This is an optimization exercise on Yosys and OpenROAD, whose aim is small area, a short achievable clock period and few clock cycles per item, not a production implementation. Function was checked by simulation only, so behaviour that the tests miss may differ from the original.

==> v25 <==
==> flow/design.v (excerpt) <==
module bounded_deque_with_value_delete #(
   parameter int DEPTH      = bdq_pkg::DEF_DEPTH,
   parameter int DATA_WIDTH = bdq_pkg::DEF_DATA_WIDTH
) (
   input  logic                               clock,
   input  logic                               reset,
   input  logic                               req_valid,
   output logic                               req_stall,
   input  logic [bdq_pkg::ACTION_W-1:0]       req_action,
   input  logic signed [bdq_pkg::VALUE_W-1:0] req_value,
   input  logic [bdq_pkg::INDEX_W-1:0]        req_index,
   output logic                               rsp_valid,
   input  logic                               rsp_stall,
   output logic [bdq_pkg::STATUS_W-1:0]       rsp_status,
   output logic signed [bdq_pkg::VALUE_W-1:0] rsp_read_data,
   output logic                               rsp_found,
   output logic [bdq_pkg::POS_W-1:0]          rsp_position,
   output logic [bdq_pkg::COUNT_W-1:0]        rsp_count
);
   localparam int N = 16;
   localparam int W = bdq_pkg::VALUE_W;
   logic            av;                   
   logic [2:0]      a_act;
   logic [W-1:0]    a_val;
   logic [3:0]      a_idx;
   logic            bv;                   
   logic [2:0]      b_act;
   logic [W-1:0]    b_val;
   logic [3:0]      b_idx;
   logic [N-1:0]    b_eq;                 
   logic            b_del2;               
   logic            a_del2;
   logic            acc, a_load, a_move, b_load, b_done, go, rsp_free;
   assign req_stall = av && bv && ((rv && rsp_stall) || b_del2);
   assign acc       = req_valid && !req_stall;
   logic [3:0]      hd;                   
   logic [3:0]      tp1;                  
   logic [N-1:0]    upper;                
   logic [N-1:0]    b_rsel;               
   logic [4:0]      cnt;                  
   logic [N-1:0]    live;                 
   logic [N*W-1:0]  ent;
   logic [W-1:0]    e [N];
   logic [3:0]      rel [N];              
   logic [N-1:0]    m, ma, mb, pa, pb, xa, xb, t, tx, f;
   logic [N-1:0]    oh_hd, oh_hm1, oh_tl, oh_tp1;
   logic [N-1:0]    sel_v, sel_r, live_set, live_clr;
   logic [N-1:0]    a_eq, a_eq_in, b_eq_in;
   logic            a_eq_b;
   logic            full, empty, any, anya;
   logic            is_pt, is_ph, is_pp, is_pl, is_del, is_rd, is_fd;
   logic            ok_push, ok_pop;
  ...
clock: 5.0 ns
lec_check: 0
cap_margin: 20
core_margin: 2
core_utilization: 50
cts_cluster_diameter: 60
cts_cluster_size: 20
setup_slack_margin: 2.0
slew_margin: 20
run.sh (not shown) runs the stock make flow with config.mk's settings and CLKGATE_MAP_FILE= SYNTH_SCRIPT=/design/flow/synth_recipe.tcl, a recipe that flattens the netlist after the stock synthesis.
==> v11 (differences from v25) <==
Settings changed: CORE_UTILIZATION 50 to 55, SETUP_SLACK_MARGIN 2.0 to 1.8.
==> v33 (differences from v25) <==
Settings changed: SETUP_SLACK_MARGIN 2.0 to 1.8.
==> impl_metrics.json <==
{
  "num_rows": 101,
  "register_area_um2": 15900,
  "status": "timing/DRC/antenna clean",
  "hold_start": "a_act[1]"
}
Source of the figures above: v25

==> impl_metrics.json <==
{
  "register_area_um2": 15900,
  "num_rows": 96,
  "status": "timing/DRC/antenna clean",
  "synthCells": 4353,
  "hold_start": "a_act[1]"
}
Source of the figures above: v11

==> impl_metrics.json <==
{
  "status": "timing/DRC/antenna clean",
  "hold_start": "a_act[2]",
  "num_rows": 101,
  "cts.path.max_buffers": 3,
  "cpMaxStageDelayCell": "xnor2_1",
  "register_area_um2": 15900
}
Source of the figures above: v33

Testbench counts of v25, summed over its fixed seeds: cycles 12,191, items 12,000.
Testbench counts of v11, summed over its fixed seeds: cycles 12,191, items 12,000.
Testbench counts of v33, summed over its fixed seeds: cycles 12,191, items 12,000.

==> trial 29 <==
Another version of the RTL of bounded_deque_with_value_delete (not shown whole).
==> flow/design.v (excerpt) <==
module bounded_deque_with_value_delete #(
   parameter int DEPTH      = bdq_pkg::DEF_DEPTH,
   parameter int DATA_WIDTH = bdq_pkg::DEF_DATA_WIDTH
) (
   input  logic                               clock,
   input  logic                               reset,
   input  logic                               req_valid,
   output logic                               req_stall,
   input  logic [bdq_pkg::ACTION_W-1:0]       req_action,
   input  logic signed [bdq_pkg::VALUE_W-1:0] req_value,
   input  logic [bdq_pkg::INDEX_W-1:0]        req_index,
   output logic                               rsp_valid,
   input  logic                               rsp_stall,
   output logic [bdq_pkg::STATUS_W-1:0]       rsp_status,
   output logic signed [bdq_pkg::VALUE_W-1:0] rsp_read_data,
   output logic                               rsp_found,
   output logic [bdq_pkg::POS_W-1:0]          rsp_position,
   output logic [bdq_pkg::COUNT_W-1:0]        rsp_count
);
   localparam int N = 16;
   localparam int W = bdq_pkg::VALUE_W;
   logic            av;                   
   logic [2:0]      a_act;
   logic [W-1:0]    a_val;
   logic [3:0]      a_idx;
   logic            bv;                   
   logic [2:0]      b_act;
  ...
clock: 5.0 ns
lec_check: 0
cap_margin: 20
core_margin: 2
core_utilization: 50
setup_slack_margin: 1.8
slew_margin: 20
==> inputs of build 55, as changes to trial 29 <==
--- a/flow/design.v
+++ b/flow/design.v
@@ -40,37 +40,16 @@
          t2[i] = t1[2*i] | t1[2*i+1] | (a1[2*i] & a1[2*i+1]);
       end
       for (int i = 0; i < 2; i++) begin
          a3[i] = a2[2*i] | a2[2*i+1];
          t3[i] = t2[2*i] | t2[2*i+1] | (a2[2*i] & a2[2*i+1]);
       end
       ge2 = t3[0] | t3[1] | (a3[0] & a3[1]);
    endfunction
-   function automatic logic ge3(input logic [15:0] x);
-      logic [15:0] a, b, c;
-      logic [15:0] na, nb, nc;
-      a = x;
-      b = '0;
-      c = '0;
-      for (int w = 16; w > 1; w = w / 2) begin
-         na = '0;
-         nb = '0;
-         nc = '0;
-         for (int i = 0; i < w / 2; i++) begin
-            na[i] = a[2*i] | a[2*i+1];
-            nb[i] = b[2*i] | b[2*i+1] | (a[2*i] & a[2*i+1]);
-            nc[i] = c[2*i] | c[2*i+1] | (b[2*i] & a[2*i+1]) | (a[2*i] & b[2*i+1]);
-         end
-         a = na;
-         b = nb;
-         c = nc;
-      end
-      ge3 = c[0];
-   endfunction
    function automatic logic [15:0] thermo(input logic [3:0] h);
       thermo = 16'hFFFF << h;
    endfunction
 endpackage
 module bdq_mem #(
    parameter int DEPTH = bdq_pkg::DEF_DEPTH,
    parameter int WIDTH = bdq_pkg::DEF_DATA_WIDTH
 ) (
@@ -108,87 +87,87 @@
    output logic [bdq_pkg::STATUS_W-1:0]       rsp_status,
    output logic signed [bdq_pkg::VALUE_W-1:0] rsp_read_data,
    output logic                               rsp_found,
    output logic [bdq_pkg::POS_W-1:0]          rsp_position,
    output logic [bdq_pkg::COUNT_W-1:0]        rsp_count
 );
    localparam int N = 16;
    localparam int W = bdq_pkg::VALUE_W;
+   logic            sv;                   
+   logic [2:0]      s_act;
+   logic [W-1:0]    s_val;
+   logic [3:0]      s_idx;
    logic            av;                   
    logic [2:0]      a_act;
    logic [W-1:0]    a_val;
    logic [3:0]      a_idx;
    logic            bv;                   
    logic [2:0]      b_act;
    logic [W-1:0]    b_val;
    logic [3:0]      b_idx;
    logic [N-1:0]    b_eq;                 
-   logic            b_del2;               
-   logic            a_del2;
    logic            acc, a_load, a_move, b_load, b_done, go, rsp_free;
-   assign req_stall = av && bv && ((rv && rsp_stall) || b_del2);
-   assign acc       = req_valid && !req_stall;
+   assign req_stall = sv;
+   assign acc       = req_valid && !sv;
    logic [3:0]      hd;                   
    logic [3:0]      tp1;                  
    logic [N-1:0]    upper;                
    logic [3:0]      b_rds;                
    logic [4:0]      cnt;                  
    logic [N-1:0]    live;                 
    logic [N*W-1:0]  ent;
    logic [W-1:0]    e [N];
    logic [3:0]      rel [N];              
    logic [N-1:0]    m, ma, mb, pa, pb, xa, xb, t, tx, f;
    logic [N-1:0]    oh_hd, oh_hm1, oh_tl, oh_tp1;
    logic [N-1:0]    sel_v, sel_r, live_set, live_clr;
    logic [N-1:0]    a_eq, a_eq_in, b_eq_in;
    logic            a_eq_b;
-   logic            full, empty, any, anya;
+   logic            full, empty, any, anya, two;
    logic            is_pt, is_ph, is_pp, is_pl, is_del, is_rd, is_fd;
    logic            ok_push, ok_pop;
    logic [3:0]      hd_m1, hd_p1;
    assign hd_m1 = hd - 4'd1;
    assign hd_p1 = hd + 4'd1;
    for (genvar i = 0; i < N; i++) begin : g_slot
       assign e[i]      = ent[i*W +: W];
       assign rel[i]    = 4'(i) - hd;
       assign oh_hd[i]  = (hd == 4'(i));
       assign oh_tp1[i] = (tp1 == 4'(i));
       assign oh_hm1[i] = oh_hd[(i + 1) % N];
       assign oh_tl[i]  = oh_tp1[(i + 1) % N];
       assign a_eq[i]   = (e[i] == a_val);
    end
    assign a_eq_b = (a_val == b_val);
-   assign a_del2 = (a_act == bdq_pkg::ACT_DELETE)
-                && (bdq_pkg::ge2(a_eq & live)
-                    || ((|(a_eq & live)) && (is_pt || is_ph) && a_eq_b));
    assign m = b_eq & live;
    assign ma = m & upper;
    assign mb = m & ~upper;
    assign pa = bdq_pkg::prefix_or(ma);
    assign pb = bdq_pkg::prefix_or(mb);
    assign xa = {pa[N-2:0], 1'b0};
    assign xb = {pb[N-2:0], 1'b0};
    assign anya  = pa[N-1];
    assign any   = anya | pb[N-1];
    assign t     = (upper & pa) | (~upper & ({N{anya}} | pb));
    assign tx    = (upper & xa) | (~upper & ({N{anya}} | xb));
    assign f     = m & ~tx;
+   assign two   = bdq_pkg::ge2(m);
    assign full  = cnt[4];
    assign empty = !(|live);
    assign is_pt  = (b_act == bdq_pkg::ACT_PUSH_TAIL);
    assign is_ph  = (b_act == bdq_pkg::ACT_PUSH_HEAD);
    assign is_pp  = (b_act == bdq_pkg::ACT_POP_HEAD);
    assign is_pl  = (b_act == bdq_pkg::ACT_POP_TAIL);
    assign is_del = (b_act == bdq_pkg::ACT_DELETE);
    assign is_rd  = (b_act == bdq_pkg::ACT_READ);
    assign is_fd  = (b_act == bdq_pkg::ACT_FIND);
    assign rsp_free = !rsp_valid || !rsp_stall;
    assign go       = bv && rsp_free;
-   assign b_done   = go && !(is_del && b_del2);
+   assign b_done   = go && !(is_del && two);
    assign b_load   = !bv || b_done;
    assign a_move   = av && b_load;
    assign a_load   = !av || b_load;
    assign ok_push  = go && (is_pt || is_ph) && !full;
    assign ok_pop   = go && (is_pp || is_pl) && !empty;
    assign sel_v    = {N{ok_push}} & (is_ph ? oh_hm1 : oh_tp1);
    assign sel_r    = {N{go && is_del}} & t;
    assign live_set = sel_v;
@@ -250,50 +229,55 @@
    logic         rv;
    logic [1:0]   q_status;
    logic [W-1:0] q_data;
    logic         q_found;
    logic [3:0]   q_pos;
    logic [4:0]   q_cnt;
    always_ff @(posedge clock) begin
       if (reset) begin
+         sv   <= 1'b0;
          av   <= 1'b0;
          bv   <= 1'b0;
          rv   <= 1'b0;
          cnt  <= '0;
          hd    <= '0;
          tp1   <= '0;
          upper <= '1;
          live <= '0;
       end else begin
-         if (a_load) av <= acc;
+         sv   <= (sv || acc) && !a_load;
+         if (a_load) av <= sv || acc;
          if (b_load) bv <= av;
          if (rsp_free) rv <= b_done;
          cnt  <= cnt_in;
          hd    <= hd_in;
          tp1   <= tp1_in;
          upper <= bdq_pkg::thermo(hd_in);
          live <= (live | live_set) & ~live_clr;
       end
    end
    always_ff @(posedge clock) begin
+      if (!sv) begin
+         s_act <= req_action;
+         s_val <= req_value;
+         s_idx <= req_index;
+      end
       if (a_load) begin
-         a_act <= req_action;
-         a_val <= req_value;
-         a_idx <= req_index;
+         a_act <= sv ? s_act : req_action;
+         a_val <= sv ? s_val : req_value;
+         a_idx <= sv ? s_idx : req_index;
       end
       if (b_load) begin
          b_act <= a_act;
          b_val <= a_val;
          b_idx <= a_idx;
          b_rds <= hd_in + a_idx;
       end
-      b_eq   <= b_load ? a_eq_in : b_eq_in;
-      if (b_load)  b_del2 <= a_del2;
-      else if (go) b_del2 <= is_del && bdq_pkg::ge3(m);
+      b_eq <= b_load ? a_eq_in : b_eq_in;
       if (rsp_free) begin
          q_status <= r_status;
          q_data   <= r_data;
          q_found  <= r_found;
          q_pos    <= r_pos;
          q_cnt    <= cnt_in;
       end
    end
Settings changed: CORE_UTILIZATION 50 to 55, CTS_CLUSTER_DIAMETER set to 100, CTS_CLUSTER_SIZE set to 30, SETUP_SLACK_MARGIN 1.8 to 2.3.
==> inputs of build 28, as changes to trial 29 <==
--- a/flow/design.v
+++ b/flow/design.v
@@ -125,17 +125,17 @@
    logic            b_del2;               
    logic            a_del2;
    logic            acc, a_load, a_move, b_load, b_done, go, rsp_free;
    assign req_stall = av && bv && ((rv && rsp_stall) || b_del2);
    assign acc       = req_valid && !req_stall;
    logic [3:0]      hd;                   
    logic [3:0]      tp1;                  
    logic [N-1:0]    upper;                
-   logic [3:0]      b_rds;                
+   logic [N-1:0]    b_rsel;               
    logic [4:0]      cnt;                  
    logic [N-1:0]    live;                 
    logic [N*W-1:0]  ent;
    logic [W-1:0]    e [N];
    logic [3:0]      rel [N];              
    logic [N-1:0]    m, ma, mb, pa, pb, xa, xb, t, tx, f;
    logic [N-1:0]    oh_hd, oh_hm1, oh_tl, oh_tp1;
    logic [N-1:0]    sel_v, sel_r, live_set, live_clr;
@@ -226,25 +226,27 @@
       if (ok_push && is_pt) tp1_in = tp1 + 4'd1;
       if ((ok_pop && is_pl) || (go && is_del && any)) tp1_in = tp1 - 4'd1;
    end
    logic [1:0]   r_status;
    logic [W-1:0] r_data;
    logic         r_found;
    logic [3:0]   r_pos;
    logic         idx_ok;
-   logic [3:0]   rd_slot;
    assign idx_ok  = (5'(b_idx) < cnt);
-   assign rd_slot = b_rds;
    always_comb begin
       r_status = bdq_pkg::ST_OK;
       if ((is_pt || is_ph) && full)       r_status = bdq_pkg::ST_FULL;
       else if ((is_pp || is_pl) && empty) r_status = bdq_pkg::ST_EMPTY;
       else if (is_rd && !idx_ok)          r_status = bdq_pkg::ST_RANGE;
-      r_data  = (is_rd && idx_ok) ? e[rd_slot] : '0;
+      r_data  = '0;
+      for (int i = 0; i < N; i++) begin
+         r_data = r_data | ({W{b_rsel[i]}} & e[i]);
+      end
+      if (!(is_rd && idx_ok)) r_data = '0;
       r_found = is_fd && any;
       r_pos   = '0;
       for (int i = 0; i < N; i++) begin
          r_pos = r_pos | ({4{f[i]}} & rel[i]);
       end
       if (!is_fd) r_pos = '0;
    end
    logic         rv;
@@ -279,17 +281,17 @@
          a_act <= req_action;
          a_val <= req_value;
          a_idx <= req_index;
       end
       if (b_load) begin
          b_act <= a_act;
          b_val <= a_val;
          b_idx <= a_idx;
-         b_rds <= hd_in + a_idx;
+         b_rsel <= N'(1) << (hd_in + a_idx);
       end
       b_eq   <= b_load ? a_eq_in : b_eq_in;
       if (b_load)  b_del2 <= a_del2;
       else if (go) b_del2 <= is_del && bdq_pkg::ge3(m);
       if (rsp_free) begin
          q_status <= r_status;
          q_data   <= r_data;
          q_found  <= r_found;
Settings changed: CORE_UTILIZATION 50 to 60, CTS_CLUSTER_DIAMETER set to 60, CTS_CLUSTER_SIZE set to 20.
==> impl_metrics.tcl <==
set metrics [dict create \
    status "stopped before the end" \
    stop_stage "5_1_grt" \
    stop_error "[ERROR GRT-0232] Routing congestion too high. Check the congestion heatmap in the GUI." \
    postCtsSetupBuffers 197 \
    die_y_um 267.9 \
    cts_num_sinks 741 \
    synthCells 4453 \
    grt_max_degree 37 \
    dp_hpwl_um 155200 \
    use_met1_pct 82.29 \
    synth_area_sq_um 38300 \
    synth_nets 4523 \
    globalRouteMet2Util_pct 90.60 \
]
That was build 55.
==> impl_metrics.tcl <==
set metrics [dict create \
    status "timing/DRC/antenna clean" \
    postCtsSetupBuffers 81 \
    synthCells 4473 \
    cts_num_sinks 702 \
    dp_hpwl_um 144400 \
    grt_max_degree 49 \
    synth_nets 4543 \
    clock_buffers 109 \
    die_y_um 278.8 \
]
That was trial 29.
==> impl_metrics.tcl <==
set metrics [dict create \
    dp_hpwl_um 127500 \
    status "timing/DRC/antenna clean" \
    globalRouteMet2Util_pct 75.59 \
    use_met1_pct 69.13 \
    cts_num_sinks 714 \
    grt_max_degree 48 \
    synthCells 4353 \
    postCtsSetupBuffers 107 \
    synth_area_sq_um 38270 \
    clk_path_buf_depth 3 \
    die_y_um 256.5 \
    clock_buffers 66 \
]
That was build 28.
Testbench counts of trial 29, summed over its fixed seeds: cycles 12,191, items 12,000.
Testbench counts of build 55, summed over its fixed seeds: cycles 12,189, items 12,000.
Testbench counts of build 28, summed over its fixed seeds: cycles 12,191, items 12,000.

## re-timing with driven ports
No port has a modelled driver above. Below, the same layouts with a new extraction and two added sets of constraints.
Step 1, drivers: a clkbuf_16 drives clock and a buf_2 each remaining input, both assumed.
Step 2 also shifts input and output timing later by t, the mid clock arrival at the registers, as if the neighbouring blocks saw the same clock.
Slacks: ideal ports / drivers / drivers and shift; pairs: ideal ports / drivers.
run | t, ns | slack for setup (ns) | worst setup path at the end | clock arrival spread, ns
v25 | 0.714 | 1.613 / 1.613 / 1.491 | input to register | 0.045 / 0.045
v11 | 0.746 | 1.717 / 1.717 / 1.222 | input to register | 0.047 / 0.048
v33 | 0.756 | 1.453 / 1.453 / 1.392 | input to register | 0.047 / 0.047
trial 29 | 0.729 | 1.520 / 1.520 / 1.246 | input to register | 0.032 / 0.032
build 28 | 0.744 | 1.409 / 1.409 / 1.138 | input to register | 0.062 / 0.061
After both steps setup and hold are still met in every run listed. The setup slack of v11, which loses most, moves by 0.000 ns with the drivers and by -0.495 ns with both steps.
